What follows belongs to an exercise in optimizing a design on an open flow for small area, a short achievable clock period and few clock cycles per item; a production flow would make more cautious choices.

## the reference run
Design trans_chroma_pipe, start of the top module:
module trans_chroma_pipe (
  input  logic        clk,
  input  logic        rst_n,
  input  logic        in_valid,
  output logic        in_ready,
  input  logic [7:0]  y_in,
  input  logic [15:0] c_in,
  output logic [7:0]  lut_y,
  output logic        lut_rd_en,
  input  logic [39:0] lut_mean,
  input  logic [39:0] lut_width,
  output logic        out_valid,
  input  logic        out_ready,
  output logic [39:0] out_data
);
  logic stall;
  logic [3:0] v_q;
  logic [15:0] c0_q;
  logic p0_q;
  logic [39:0] out_q;
  logic [19:0] dq0;
  logic [9:0] oneq0;
  logic [9:0] twoq0;
  logic [9:0] negq0;
  logic [19:0] raq0;
  logic [19:0] rbq0;
  logic lcq0;
  logic [19:0] dq1;
  logic [9:0] oneq1;
  logic [9:0] twoq1;
  logic [9:0] negq1;
  logic [19:0] raq1;
  logic [19:0] rbq1;
  logic lcq1;
  logic [19:0] me0;
  logic [19:0] we0;
  logic [19:0] d0;
  logic [9:0] one0;
  logic [9:0] two0;
  logic [9:0] neg0;
  logic [20:0] pp0_0;
  logic [20:0] pp0_1;
  logic [20:0] pp0_2;
  logic [20:0] pp0_3;
  logic [20:0] pp0_4;
  logic [20:0] pp0_5;
  logic [20:0] pp0_6;
  logic [20:0] pp0_7;
  logic [20:0] pp0_8;
  logic [20:0] pp0_9;
  logic s0_1;
  logic k0_2;
  ...
clock: 7.0 ns
lec_check: 0
cap_margin: 20
core_margin: 2
core_utilization: 40
setup_slack_margin: 3.0
slew_margin: 20
run.sh (not shown) runs the stock make flow with config.mk's settings and CLKGATE_MAP_FILE= SYNTH_SCRIPT=/design/flow/synth_recipe.tcl, a recipe that flattens the netlist after the stock synthesis.
The reference run closes out successfully: all stages finished, all timing, DRC and antenna checks passed.
Changes in the trial run relative to the reference run:
--- a/flow/design.v
+++ b/flow/design.v
@@ -10,18 +10,17 @@
   input  logic [39:0] lut_mean,
   input  logic [39:0] lut_width,
   output logic        out_valid,
   input  logic        out_ready,
   output logic [39:0] out_data
 );
   logic stall;
-  logic [3:0] v_q;
+  logic [2:0] v_q;
   logic [15:0] c0_q;
   logic p0_q;
-  logic [39:0] out_q;
   logic [19:0] dq0;
   logic [9:0] oneq0;
   logic [9:0] twoq0;
   logic [9:0] negq0;
   logic [19:0] raq0;
   logic [19:0] rbq0;
   logic lcq0;
@@ -662,20 +661,20 @@
   logic s1_591;
   logic k1_592;
   logic [27:0] ra1;
   logic [27:0] rb1;
   logic lc1;
   logic [19:0] res1;
   logic [20:0] sx1;
-  assign stall     = v_q[3] & ~out_ready;
-  assign in_ready  = ~v_q[3] | out_ready | ~in_valid;
-  assign lut_rd_en = ~v_q[3] | out_ready | ~v_q[0];
+  assign stall     = v_q[2] & ~out_ready;
+  assign in_ready  = ~v_q[2] | out_ready | ~in_valid;
+  assign lut_rd_en = ~v_q[2] | out_ready | ~v_q[0];
   assign lut_y     = y_in;
-  assign out_valid = v_q[3];
-  assign out_data  = out_q;
+  assign out_valid = v_q[2];
+  assign out_data  = {res1, res0};
   assign me0 = p0_q ? 20'h06D00 : lut_mean[0+:20];
   assign we0 = p0_q ? 20'h00100 : lut_width[0+:20];
   assign d0 = {4'b0, c0_q[0+:8], 8'b0} - me0;
   assign one0[0] = we0[0] ^ 1'b0;
   assign two0[0] = (we0[1] & ~we0[0] & ~1'b0) | (~we0[1] & we0[0] & 1'b0);
   assign neg0[0] = we0[1];
   assign one0[1] = we0[2] ^ we0[1];
@@ -1606,15 +1605,15 @@
   assign ra1[27] = k1_590;
   assign rb1[27] = s1_591;
   assign lc1 = ({1'b0, ra1[7:0]} + {1'b0, rb1[7:0]}) >> 8;
   assign sx1 = {raq1, 1'b1} + {rbq1, lcq1};
   assign res1 = sx1[20:1];
   always_ff @(posedge clk or negedge rst_n) begin
     if (!rst_n) v_q <= '0;
-    else if (!stall) v_q <= {v_q[2:0], in_valid};
+    else if (!stall) v_q <= {v_q[1:0], in_valid};
   end
   always_ff @(posedge clk) begin
     if (!stall) begin
       c0_q <= c_in;
       p0_q <= (y_in >= 8'd125) && (y_in <= 8'd188);
       dq0 <= d0;
       oneq0 <= one0;
@@ -1626,11 +1625,10 @@
       dq1 <= d1;
       oneq1 <= one1;
       twoq1 <= two1;
       negq1 <= neg1;
       raq1 <= ra1[27:8];
       rbq1 <= rb1[27:8];
       lcq1 <= lc1;
-      out_q <= {res1, res0};
     end
   end
 endmodule
The trial run: all stages complete, timing, DRC and antenna checks passed. The reference run completed end to end with timing, DRC and antenna clean. Of the trial run and the reference run, the trial run shows the higher via count of the first global-routing pass, with the reference run below it. Diff the reference run..the trial run | number of vias in the routed layout | negligible. [the trial run] worst setup slack fell 600 ps relative to the reference run. Comparing the reference run with the trial run, the count of non-filler cells in the finished layout came out essentially unchanged. Changes observed in the trial run relative to the reference run: placed cell area shrank by 4.6%. The trial run vs. the reference run: layout buffer count excluding clock buffers rose by 52; part of the Yosys area used for sequential elements now smaller; vertical die dimension fell by 6.0 um. Comparing core utilization for the trial run and the reference run, the smaller number came from the reference run.
No run of this note included a check of the RTL's function; only the layout flow was run.

---

Another version of the RTL of trans_chroma_pipe (not shown whole).
Size: about 2,300 cells after synthesis, ~240 flip-flops, about 160 I/O pins, ~24,000 µm² of cells after synthesis.
export LEC_CHECK = 0
export CAP_MARGIN = 20
export CORE_MARGIN = 2
export CORE_UTILIZATION = 40
export SLEW_MARGIN = 20
create_clock -name core_clock -period 7.0 [get_ports {clk}]
Edit:
--- a/flow/design.v
+++ b/flow/design.v
@@ -7,24 +7,23 @@
   input  logic [15:0] c_in,
   output logic [7:0]  lut_y,
   output logic        lut_rd_en,
   input  logic [39:0] lut_mean,
   input  logic [39:0] lut_width,
   output logic        out_valid,
   input  logic        out_ready,
   output logic [39:0] out_data
 );
   logic stall;
-  logic [3:0] v_q;
+  logic [2:0] v_q;
   logic [15:0] c0_q;
   logic p0_q;
-  logic [39:0] out_q;
   logic [19:0] dq0;
   logic [9:0] oneq0;
   logic [9:0] twoq0;
   logic [9:0] negq0;
   logic [19:0] raq0;
   logic [19:0] rbq0;
   logic lcq0;
   logic [19:0] dq1;
   logic [9:0] oneq1;
   logic [9:0] twoq1;
@@ -657,26 +656,26 @@
   logic s1_587;
   logic k1_588;
   logic s1_589;
   logic k1_590;
   logic s1_591;
   logic k1_592;
   logic [27:0] ra1;
   logic [27:0] rb1;
   logic lc1;
   logic [19:0] res1;
-  assign stall     = v_q[3] & ~out_ready;
-  assign in_ready  = ~stall;
-  assign lut_rd_en = ~stall;
+  assign stall     = v_q[2] & ~out_ready;
+  assign in_ready  = ~v_q[2] | out_ready | ~in_valid;
+  assign lut_rd_en = ~v_q[2] | out_ready | ~v_q[0];
   assign lut_y     = y_in;
-  assign out_valid = v_q[3];
-  assign out_data  = out_q;
+  assign out_valid = v_q[2];
+  assign out_data  = {res1, res0};
   assign me0 = p0_q ? 20'h06D00 : lut_mean[0+:20];
   assign we0 = p0_q ? 20'h00100 : lut_width[0+:20];
   assign d0 = {4'b0, c0_q[0+:8], 8'b0} - me0;
   assign one0[0] = we0[0] ^ 1'b0;
   assign two0[0] = (we0[1] & ~we0[0] & ~1'b0) | (~we0[1] & we0[0] & 1'b0);
   assign neg0[0] = we0[1];
   assign one0[1] = we0[2] ^ we0[1];
   assign two0[1] = (we0[3] & ~we0[2] & ~we0[1]) | (~we0[3] & we0[2] & we0[1]);
   assign neg0[1] = we0[3];
   assign one0[2] = we0[4] ^ we0[3];
@@ -1859,34 +1858,33 @@
   assign ra1[25] = k1_586;
   assign rb1[25] = s1_587;
   assign ra1[26] = k1_588;
   assign rb1[26] = s1_589;
   assign ra1[27] = k1_590;
   assign rb1[27] = s1_591;
   assign lc1 = ({1'b0, ra1[7:0]} + {1'b0, rb1[7:0]}) >> 8;
   assign res1 = raq1 + rbq1 + {19'b0, lcq1};
   always_ff @(posedge clk or negedge rst_n) begin
     if (!rst_n) v_q <= '0;
-    else if (!stall) v_q <= {v_q[2:0], in_valid};
+    else if (!stall) v_q <= {v_q[1:0], in_valid};
   end
   always_ff @(posedge clk) begin
     if (!stall) begin
       c0_q <= c_in;
       p0_q <= (y_in >= 8'd125) && (y_in <= 8'd188);
       dq0 <= d0;
       oneq0 <= one0;
       twoq0 <= two0;
       negq0 <= neg0;
       raq0 <= ra0[27:8];
       rbq0 <= rb0[27:8];
       lcq0 <= lc0;
       dq1 <= d1;
       oneq1 <= one1;
       twoq1 <= two1;
       negq1 <= neg1;
       raq1 <= ra1[27:8];
       rbq1 <= rb1[27:8];
       lcq1 <= lc1;
-      out_q <= {res1, res0};
     end
   end
 endmodule
Worst setup slack is worse by 1.1 ns. Fmax goes down by 19%. Register-to-register slack is better by 0.04 ns. Flip-flop and latch count fell by 41. Area after synthesis went down by 4.9%. Final cell count falls by 1.9%. Via count stays flat. Wire length decreases by 1.5%. Final area shrinks by 5.0%. First-iteration DRC count is lower by 7.4%. Clock-buffer cell count goes down by 11.
Function was not checked in any run of this note: the RTL went through the layout flow alone.

-- separate check: timing with driven ports --
The flow's constraints put no driver on any port. The routed layouts listed below were extracted and timed again, unchanged, in two steps. Step 1, drivers: a clkbuf_16 drives clk and a buf_2 each remaining input, both assumed. Step 2 also shifts input and output timing later by t, the mid clock arrival at the registers, as if the neighbouring blocks saw the same clock. a / b / c = no drivers / after step 1 / after step 2; a / b = the first two.
run | t (ns) | setup WS [ns] | worst setup path at the end
the reference run | 0.625 | 3.048 / 3.022 / 2.932 | input to register
the trial run | 0.597 | 2.453 / 2.399 / 2.962 | input to register
the first run of note 2 | 0.645 | 2.472 / 2.448 / 2.448 | input to output
the second run of note 2 | 0.601 | 1.405 / 1.353 / 1.955 | register to output
After both steps every run listed still meets setup and hold. For the reference run, which loses most, drivers alone change the setup slack by -0.026 ns; drivers and shift together by -0.116 ns.
